What follows belongs to an exercise in optimizing a design on an open flow for small area; a production flow would make more cautious choices. At most, simulation tests tie the RTL to the original design; equivalence was not proved. The clock port is modelled as an ideal driver; clocking choices that lean on that would not hold on a real chip. Power is estimated from default activity; no workload was simulated.

==> inputs of 11-08 <==
// ofdm_payload_rx
module ofdm_payload_rx
(
    input  logic        clk,
    input  logic        reset,
    input  logic        sample_valid_i,
    input  logic [31:0] sample_i,
    input  logic [2:0]  modulation_i,
    input  logic        byte_ready_i,
    output logic        byte_valid_o,
    output logic [7:0]  byte_o,
    output logic        busy_o
);
==> flow/config.mk <==
export PLATFORM = sky130hd
export DESIGN_NAME = ofdm_payload_rx
export DESIGN_NICKNAME = ofdm_payload_rx
export VERILOG_FILES = /design/flow/design.v
export SDC_FILE = /design/flow/constraint.sdc
export NUM_CORES = 4
export LEC_CHECK = 0
export CAP_MARGIN = 20
export CORE_MARGIN = 2
export CORE_UTILIZATION = 60
export PLACE_DENSITY = 0.7
export SLEW_MARGIN = 20
==> flow/constraint.sdc <==
create_clock -name core_clock -period 6.0 [get_ports {clk}]
set_input_delay 1.2000 -clock core_clock [delete_from_list [all_inputs] [get_ports {clk}]]
set_output_delay 1.2000 -clock core_clock [all_outputs]
set_load 0.01 [all_outputs]
standard.sh (not shown) runs the stock make flow with config.mk's settings and CLKGATE_MAP_FILE= SYNTH_SCRIPT=/design/flow/synth_recipe.tcl, a recipe that flattens the netlist after the stock synthesis.
==> flow/flow/run.sh <==
#!/bin/bash
# Standard ORFS layout, with single-strength port buffers and a clock tree
# built from larger sink clusters without dummy loads.
set -euo pipefail
export BUFFER_PORTS_ARGS="-buffer_cell sky130_fd_sc_hd__buf_1"
export CTS_ARGS="-sink_clustering_enable -repair_clock_nets -sink_clustering_size 20 -sink_clustering_max_diameter 60 -buf_list sky130_fd_sc_hd__clkbuf_8 -dont_use_dummy_load"
bash standard.sh > standard.log 2>&1
==> 11-19: changes against 11-08 <==
--- a/flow/design.v
+++ b/flow/design.v
@@ -99,11 +99,15 @@
     logic          rd;
     logic [SW-1:0] phase_q;
     logic [SW-1:0] phase_d;
     logic [SW-1:0] slot_q;
     logic [SW-1:0] slot_d;
-    logic [SW-1:0] rd_slot_q;
+    logic [SLOTS-1:0] rd_cell_q;
+    logic          rd_inv_q;
+    logic          wr_qam16;
+    logic          wr_qpsk;
+    logic [7:0]    ring_in [RINGS];
     logic [SLOTS-1:0] rd_pend_q;
     logic [SLOTS-1:0] rd_pend_d;
     logic          shift_q;
     logic          shift_n_q;
     logic          shift_d;
@@ -111,11 +115,10 @@
     logic          hold_full_d;
     logic          hold_load;
     logic          byte_valid_d;
     logic          sending_d;
     logic [6:0]    rd_cnt_d;
-    logic [7:0]    head [SLOTS];
     logic          round_q;
     logic [7:0]    push_code;
     logic [7:0]    rd_code;
     logic [7:0]    ring_q [RINGS][SLOTS];
     function automatic logic [SW-1:0] next_slot(input logic [SW-1:0] s);
@@ -133,15 +136,15 @@
     always_ff @(posedge clk)
     begin
         if (write_i)
         begin
             if (mod_qam16_i)
-                acc_q[4*data_cnt_i[0] +: 4] <= {inner_q_i, sign_q_i, inner_i_i, sign_i_i};
+                acc_q <= {inner_q_i, sign_q_i, inner_i_i, sign_i_i, acc_q[7:4]};
             else if (mod_qpsk_i)
-                acc_q[2*data_cnt_i[1:0] +: 2] <= {sign_q_i, sign_i_i};
+                acc_q <= {sign_q_i, sign_i_i, acc_q[7:2]};
             else
-                acc_q[data_cnt_i] <= sign_i_i;
+                acc_q <= {sign_i_i, acc_q[7:1]};
         end
     end
     assign push      = (acc_full_q || hold_full_q) && !sending_o && (phase_q == slot_q);
     assign push_byte = hold_full_q ? hold_q : acc_q;
     assign hold_load = acc_full_q && !(push && !hold_full_q) && (!hold_full_q || push);
@@ -180,24 +183,22 @@
         sending_d    = sending_o;
         rd_cnt_d     = rd_cnt_q;
         slot_d       = slot_q;
         if (pend_q[2])
             sending_d = 1'b1;
-        if (push)
+        if (push || rd)
             slot_d = next_slot(slot_q);
         if (rd)
         begin
             if (rd_last)
             begin
                 sending_d = 1'b0;
                 rd_cnt_d  = '0;
-                slot_d    = phase_d;
             end
             else
             begin
                 rd_cnt_d = rd_cnt_q + 1'b1;
-                slot_d   = next_slot(slot_q);
             end
         end
         for (int s = 0; s < SLOTS; s++)
             rd_pend_d[s] = (rd && slot_q == SW'(s)) || (rd_pend_q[s] && phase_q != SW'(s));
     end
@@ -228,12 +229,13 @@
             rd_pend_q    <= rd_pend_d;
         end
     end
     always_ff @(posedge clk)
     begin
-        if (rd)
-            rd_slot_q <= slot_q;
+        for (int c = 0; c < SLOTS; c++)
+            rd_cell_q[c] <= (slot_q == SW'((int'(phase_d) + c) % SLOTS));
+        rd_inv_q <= (round_q ^ (phase_q == SW'(SLOTS - 1))) ^ (phase_d > slot_q);
     end
     assign shift_d = ((acc_full_d || hold_full_d) && !sending_d && (phase_d == slot_d))
                    || rd_pend_d[phase_d];
     always_ff @(posedge clk)
     begin
@@ -248,33 +250,34 @@
             round_q <= !round_q;
     end
     assign push_code = push_byte ^ {8{round_q}};
     always_ff @(posedge clk)
     begin
-        ring_q[0][SLOTS-1] <= ~(({8{shift_q}} | ring_q[0][0]) & ({8{shift_n_q}} | push_code));
-        for (int r = 1; r < RINGS; r++)
-            ring_q[r][SLOTS-1] <= ~(({8{shift_q}} | ring_q[r][0]) & ({8{shift_n_q}} | ring_q[r-1][0]));
+        for (int r = 0; r < RINGS; r++)
+            ring_q[r][SLOTS-1] <= ~(({8{shift_q}} | ring_q[r][0]) & ({8{shift_n_q}} | ring_in[r]));
         for (int r = 0; r < RINGS; r++)
             for (int c = 0; c < SLOTS - 1; c++)
                 ring_q[r][c] <= ring_q[r][c+1];
     end
+    assign wr_qam16 = sending_o || ((pend_q != '0) ? sym_qam16_q : mod_qam16_i);
+    assign wr_qpsk  = !sending_o && ((pend_q != '0) ? sym_qpsk_q : mod_qpsk_i);
     always_comb
     begin
+        ring_in[0] = push_code;
+        for (int r = 1; r < RINGS; r++)
+            ring_in[r] = ring_q[r-1][0];
+        if (wr_qpsk)
+            ring_in[RINGS - 48 / SLOTS] = push_code;
+        if (!wr_qpsk && !wr_qam16)
+            ring_in[RINGS - 24 / SLOTS] = push_code;
+    end
+    always_comb
+    begin
+        rd_code = '0;
         for (int c = 0; c < SLOTS; c++)
-        begin
-            if (sym_qam16_q)
-                head[c] = ring_q[96 / SLOTS - 1][c];
-            else if (sym_qpsk_q)
-                head[c] = ring_q[48 / SLOTS - 1][c];
-            else
-                head[c] = ring_q[24 / SLOTS - 1][c];
-        end
-        rd_code = head[0];
-        for (int c = 0; c < SLOTS; c++)
-            if (rd_slot_q == SW'((int'(phase_q) + c) % SLOTS))
-                rd_code = head[c];
-        byte_o = rd_code ^ {8{round_q ^ (phase_q > rd_slot_q)}};
+            rd_code = rd_code | ({8{rd_cell_q[c]}} & ring_q[RINGS-1][c]);
+        byte_o = rd_code ^ {8{rd_inv_q}};
     end
 endmodule
 `timescale 1ns/1ps
 module ofdm_payload_rx
 (
==> flow/flow/run.sh (replaced) <==
#!/bin/bash
# Standard ORFS layout with three changes:
#  - synthesis maps the logic with an area-oriented ABC script (flow/area.abc)
#    in place of the speed script; everything else in the synthesis, and so
#    every register, is the standard synthesis's;
#  - single-strength port buffers, and a clock tree of smaller sink clusters
#    without dummy loads;
#  - clock buffers downsized where the clock pin slew allows (post_cts.tcl).
set -euo pipefail
here="$(cd "$(dirname "${BASH_SOURCE[0]}")" && pwd)"
work="$(pwd)"
orig="$(grep -o "SYNTH_SCRIPT=[^ ]*" standard.sh | head -n 1 | cut -d= -f2- | tr -d "'")"
cat > "$work/area_synth.tcl" <<EOS
proc abc {args} {
  set i [lsearch -exact \$args -script]
  if {\$i >= 0} {
    set args [lreplace \$args [expr {\$i + 1}] [expr {\$i + 1}] {$here/area.abc}]
  }
  yosys abc {*}\$args
}
source {$orig}
EOS
sed "s|SYNTH_SCRIPT=[^ ]*|SYNTH_SCRIPT=$work/area_synth.tcl|" standard.sh > area_standard.sh
export BUFFER_PORTS_ARGS="-buffer_cell sky130_fd_sc_hd__buf_1"
export CTS_ARGS="-sink_clustering_enable -repair_clock_nets -sink_clustering_size 20 -sink_clustering_max_diameter 60 -buf_list sky130_fd_sc_hd__clkbuf_8 -dont_use_dummy_load"
export POST_CTS_TCL="$here/post_cts.tcl"
bash area_standard.sh > standard.log 2>&1
==> flow/flow/area.abc (new file) <==
strash
dch
amap
topo
dnsize -c
==> flow/flow/post_cts.tcl (new file) <==
# Downsize clock buffers one step wherever the flip-flop clock pins keep
# their slew under the limit.
set limit 0.118
proc my_clk_maxslew {} {
  set maxs 0
  foreach pin [get_pins -hierarchical */CLK] {
    foreach p {slew_max_rise slew_max_fall} {
      set s [get_property $pin $p]
      if {$s > $maxs} { set maxs $s }
    }
  }
  return $maxs
}
set smaller [dict create \
  sky130_fd_sc_hd__clkbuf_16 sky130_fd_sc_hd__clkbuf_8 \
  sky130_fd_sc_hd__clkbuf_8 sky130_fd_sc_hd__clkbuf_4 \
  sky130_fd_sc_hd__clkbuf_4 sky130_fd_sc_hd__clkbuf_2]
estimate_parasitics -placement
puts "clock buffer downsizing: max clock pin slew before [my_clk_maxslew]"
set n 0
foreach pass {1 2} {
  foreach inst [get_cells *] {
    set m [get_property $inst ref_name]
    if {![dict exists $smaller $m]} { continue }
    replace_cell $inst [dict get $smaller $m]
    estimate_parasitics -placement
    if {[my_clk_maxslew] > $limit} {
      replace_cell $inst $m
    } else {
      incr n
    }
  }
}
estimate_parasitics -placement
puts "clock buffer downsizing: $n steps, max clock pin slew after [my_clk_maxslew]"
detailed_placement
Settings changed: CORE_UTILIZATION 60 to 70, PLACE_DENSITY 0.7 to 0.8.
==> 03-20: changes against 11-08 <==
--- a/flow/design.v
+++ b/flow/design.v
@@ -112,13 +112,10 @@
     logic          hold_load;
     logic          byte_valid_d;
     logic          sending_d;
     logic [6:0]    rd_cnt_d;
     logic [7:0]    head [SLOTS];
-    logic          round_q;
-    logic [7:0]    push_code;
-    logic [7:0]    rd_code;
     logic [7:0]    ring_q [RINGS][SLOTS];
     function automatic logic [SW-1:0] next_slot(input logic [SW-1:0] s);
         next_slot = (s == SW'(SLOTS - 1)) ? '0 : s + 1'b1;
     endfunction
     always_comb
@@ -240,21 +237,13 @@
         shift_q   <= !reset && shift_d;
         shift_n_q <= reset || !shift_d;
     end
     always_ff @(posedge clk)
     begin
-        if (reset)
-            round_q <= 1'b0;
-        else if (phase_q == SW'(SLOTS - 1))
-            round_q <= !round_q;
-    end
-    assign push_code = push_byte ^ {8{round_q}};
-    always_ff @(posedge clk)
-    begin
-        ring_q[0][SLOTS-1] <= ~(({8{shift_q}} | ring_q[0][0]) & ({8{shift_n_q}} | push_code));
+        ring_q[0][SLOTS-1] <= ({8{shift_q}} & push_byte) | ({8{shift_n_q}} & ring_q[0][0]);
         for (int r = 1; r < RINGS; r++)
-            ring_q[r][SLOTS-1] <= ~(({8{shift_q}} | ring_q[r][0]) & ({8{shift_n_q}} | ring_q[r-1][0]));
+            ring_q[r][SLOTS-1] <= ({8{shift_q}} & ring_q[r-1][0]) | ({8{shift_n_q}} & ring_q[r][0]);
         for (int r = 0; r < RINGS; r++)
             for (int c = 0; c < SLOTS - 1; c++)
                 ring_q[r][c] <= ring_q[r][c+1];
     end
     always_comb
@@ -266,15 +255,14 @@
             else if (sym_qpsk_q)
                 head[c] = ring_q[48 / SLOTS - 1][c];
             else
                 head[c] = ring_q[24 / SLOTS - 1][c];
         end
-        rd_code = head[0];
+        byte_o = head[0];
         for (int c = 0; c < SLOTS; c++)
             if (rd_slot_q == SW'((int'(phase_q) + c) % SLOTS))
-                rd_code = head[c];
-        byte_o = rd_code ^ {8{round_q ^ (phase_q > rd_slot_q)}};
+                byte_o = head[c];
     end
 endmodule
 `timescale 1ns/1ps
 module ofdm_payload_rx
 (
==> flow/flow/run.sh (replaced) <==
#!/bin/bash
# Standard ORFS layout, with single-strength port buffers and a clock tree
# built from larger sink clusters without dummy loads.
set -euo pipefail
export BUFFER_PORTS_ARGS="-buffer_cell sky130_fd_sc_hd__buf_1"
export CTS_ARGS="-sink_clustering_enable -repair_clock_nets -sink_clustering_size 30 -sink_clustering_max_diameter 100 -dont_use_dummy_load"
bash standard.sh > standard.log 2>&1
==> 12-02: changes against 11-08 <==
--- a/flow/design.v
+++ b/flow/design.v
@@ -99,11 +99,15 @@
     logic          rd;
     logic [SW-1:0] phase_q;
     logic [SW-1:0] phase_d;
     logic [SW-1:0] slot_q;
     logic [SW-1:0] slot_d;
-    logic [SW-1:0] rd_slot_q;
+    logic [SLOTS-1:0] rd_cell_q;
+    logic          rd_inv_q;
+    logic          wr_qam16;
+    logic          wr_qpsk;
+    logic [7:0]    ring_in [RINGS];
     logic [SLOTS-1:0] rd_pend_q;
     logic [SLOTS-1:0] rd_pend_d;
     logic          shift_q;
     logic          shift_n_q;
     logic          shift_d;
@@ -111,11 +115,10 @@
     logic          hold_full_d;
     logic          hold_load;
     logic          byte_valid_d;
     logic          sending_d;
     logic [6:0]    rd_cnt_d;
-    logic [7:0]    head [SLOTS];
     logic          round_q;
     logic [7:0]    push_code;
     logic [7:0]    rd_code;
     logic [7:0]    ring_q [RINGS][SLOTS];
     function automatic logic [SW-1:0] next_slot(input logic [SW-1:0] s);
@@ -228,12 +231,13 @@
             rd_pend_q    <= rd_pend_d;
         end
     end
     always_ff @(posedge clk)
     begin
-        if (rd)
-            rd_slot_q <= slot_q;
+        for (int c = 0; c < SLOTS; c++)
+            rd_cell_q[c] <= (slot_q == SW'((int'(phase_d) + c) % SLOTS));
+        rd_inv_q <= (round_q ^ (phase_q == SW'(SLOTS - 1))) ^ (phase_d > slot_q);
     end
     assign shift_d = ((acc_full_d || hold_full_d) && !sending_d && (phase_d == slot_d))
                    || rd_pend_d[phase_d];
     always_ff @(posedge clk)
     begin
@@ -248,33 +252,34 @@
             round_q <= !round_q;
     end
     assign push_code = push_byte ^ {8{round_q}};
     always_ff @(posedge clk)
     begin
-        ring_q[0][SLOTS-1] <= ~(({8{shift_q}} | ring_q[0][0]) & ({8{shift_n_q}} | push_code));
-        for (int r = 1; r < RINGS; r++)
-            ring_q[r][SLOTS-1] <= ~(({8{shift_q}} | ring_q[r][0]) & ({8{shift_n_q}} | ring_q[r-1][0]));
+        for (int r = 0; r < RINGS; r++)
+            ring_q[r][SLOTS-1] <= ~(({8{shift_q}} | ring_q[r][0]) & ({8{shift_n_q}} | ring_in[r]));
         for (int r = 0; r < RINGS; r++)
             for (int c = 0; c < SLOTS - 1; c++)
                 ring_q[r][c] <= ring_q[r][c+1];
     end
+    assign wr_qam16 = sending_o || ((pend_q != '0) ? sym_qam16_q : mod_qam16_i);
+    assign wr_qpsk  = !sending_o && ((pend_q != '0) ? sym_qpsk_q : mod_qpsk_i);
     always_comb
     begin
+        ring_in[0] = push_code;
+        for (int r = 1; r < RINGS; r++)
+            ring_in[r] = ring_q[r-1][0];
+        if (wr_qpsk)
+            ring_in[RINGS - 48 / SLOTS] = push_code;
+        if (!wr_qpsk && !wr_qam16)
+            ring_in[RINGS - 24 / SLOTS] = push_code;
+    end
+    always_comb
+    begin
+        rd_code = '0;
         for (int c = 0; c < SLOTS; c++)
-        begin
-            if (sym_qam16_q)
-                head[c] = ring_q[96 / SLOTS - 1][c];
-            else if (sym_qpsk_q)
-                head[c] = ring_q[48 / SLOTS - 1][c];
-            else
-                head[c] = ring_q[24 / SLOTS - 1][c];
-        end
-        rd_code = head[0];
-        for (int c = 0; c < SLOTS; c++)
-            if (rd_slot_q == SW'((int'(phase_q) + c) % SLOTS))
-                rd_code = head[c];
-        byte_o = rd_code ^ {8{round_q ^ (phase_q > rd_slot_q)}};
+            rd_code = rd_code | ({8{rd_cell_q[c]}} & ring_q[RINGS-1][c]);
+        byte_o = rd_code ^ {8{rd_inv_q}};
     end
 endmodule
 `timescale 1ns/1ps
 module ofdm_payload_rx
 (
==> summary.txt <==
Outcome: 03-20 no timing/DRC/antenna violations; 11-19 no timing/DRC/antenna violations; 11-08 no timing/DRC/antenna violations; 12-02 no timing/DRC/antenna violations
Seq_cells: 03-20 824; 11-19 827; 11-08 825; 12-02 827
Cells resized by post-CTS repair: 03-20 0; 11-19 -; 11-08 0; 12-02 0
Fraction of power consumed by combinational cells: 03-20 1.7%; 11-19 3.2%; 11-08 6.2%; 12-02 7.1%
Post-detailed-route wirelength per cell: 03-20 15.6 um; 11-19 15.8 um; 11-08 15.3 um; 12-02 15.7 um
Crit-path slowest cell: 03-20 dfxtp_1; 11-19 a222oi_1; 11-08 nand2_1; 12-02 a222oi_1
Count of hold-fix buffers inserted at cts: 03-20 0; 11-19 -; 11-08 0; 12-02 0
P_clk: 03-20 2390 uW; 11-19 2080 uW; 11-08 2210 uW; 12-02 2230 uW
Logic depth of the worst setup path including buffers: 03-20 8; 11-19 4; 11-08 8; 12-02 3
Total area of sequential cells: 03-20 16700 um2; 11-19 16700 um2; 11-08 16700 um2; 12-02 16700 um2
Largest driver fanout on the critical path: 03-20 16; 11-19 8; 11-08 9; 12-02 8
Arrival time worst endpoint: 03-20 3.01 ns; 11-19 2.11 ns; 11-08 3.22 ns; 12-02 1.87 ns
Internal power: 03-20 6490 uW; 11-19 6760 uW; 11-08 8320 uW; 12-02 9000 uW
Post-route cell area: 03-20 23000 um2; 11-19 21500 um2; 11-08 22600 um2; 12-02 22200 um2
Net switching share of the total power: 03-20 19.4%; 11-19 21.0%; 11-08 22.7%; 12-02 23.1%
GRT met1 Usage: 03-20 25.1%; 11-19 28.7%; 11-08 24.9%; 12-02 25.8%
Inserted tap cell count: 03-20 461; 11-19 384; 11-08 461; 12-02 455
WL final: 03-20 31.5 mm; 11-19 30.0 mm; 11-08 31.6 mm; 12-02 31.2 mm
Comb group: 03-20 139 uW; 11-19 274 uW; 11-08 661 uW; 12-02 833 uW
Pleak: 03-20 0.00891 uW; 11-19 0.00825 uW; 11-08 0.00882 uW; 12-02 0.00861 uW
Global-route usage over all layers: 03-20 16.4%; 11-19 20.1%; 11-08 17.1%; 12-02 17.1%
Worst Tran Pin Value: 03-20 1.23 ns; 11-19 1.09 ns; 11-08 1.03 ns; 12-02 1.03 ns
Endpoint with the worst hold slack: 03-20 u_assembler.ring_q[1][0]; 11-19 u_assembler.ring_q[60][4]; 11-08 u_assembler.ring_q[10][6]; 12-02 u_assembler.ring_q[60][5]
Routed length on met3: 03-20 1.17 mm; 11-19 1.26 mm; 11-08 1.24 mm; 12-02 1.19 mm
Total of plain and repair buffers excluding clock buffers: 03-20 53; 11-19 52; 11-08 56; 12-02 53
Function not checked in 11-08: the RTL went through the layout flow alone.

## what the ideal ports hide
The flow's constraints put no driver on any port. The routed layouts listed below were extracted and timed again, unchanged, in two steps. Step 1 sets driving cells, clkbuf_16 on the clock port and buf_2 on the other inputs (assumed; they add their load-dependent delay and slew). Step 2, shift: input delay + t, output delay - t, t = (earliest + latest rising clock arrival at the registers) / 2. This alone moves slack from input paths to output paths. a / b / c = ideal / step 1 / step 2; a / b = the first two.
| run | t, ns | setup WS [ns] | hold WS [ns] | worst setup path at the end |
|---|---|---|---|---|
| 11-08 | 0.653 | 1.582 / 1.530 / 2.183 | 0.307 / 0.307 / 0.307 | register to output |
| 11-19 | 0.861 | 2.689 / 2.642 / 2.660 | 0.168 / 0.168 / 0.168 | input to register |
| 03-20 | 0.621 | 1.785 / 1.732 / 2.352 | 0.286 / 0.286 / 0.286 | register to output |
| 12-02 | 0.625 | 2.927 / 2.880 / 3.192 | 0.285 / 0.285 / 0.285 | input to register |
After both steps every run listed still meets setup and hold. For 11-19, which loses most, drivers alone change the setup slack by -0.047 ns; drivers and shift together by -0.029 ns.
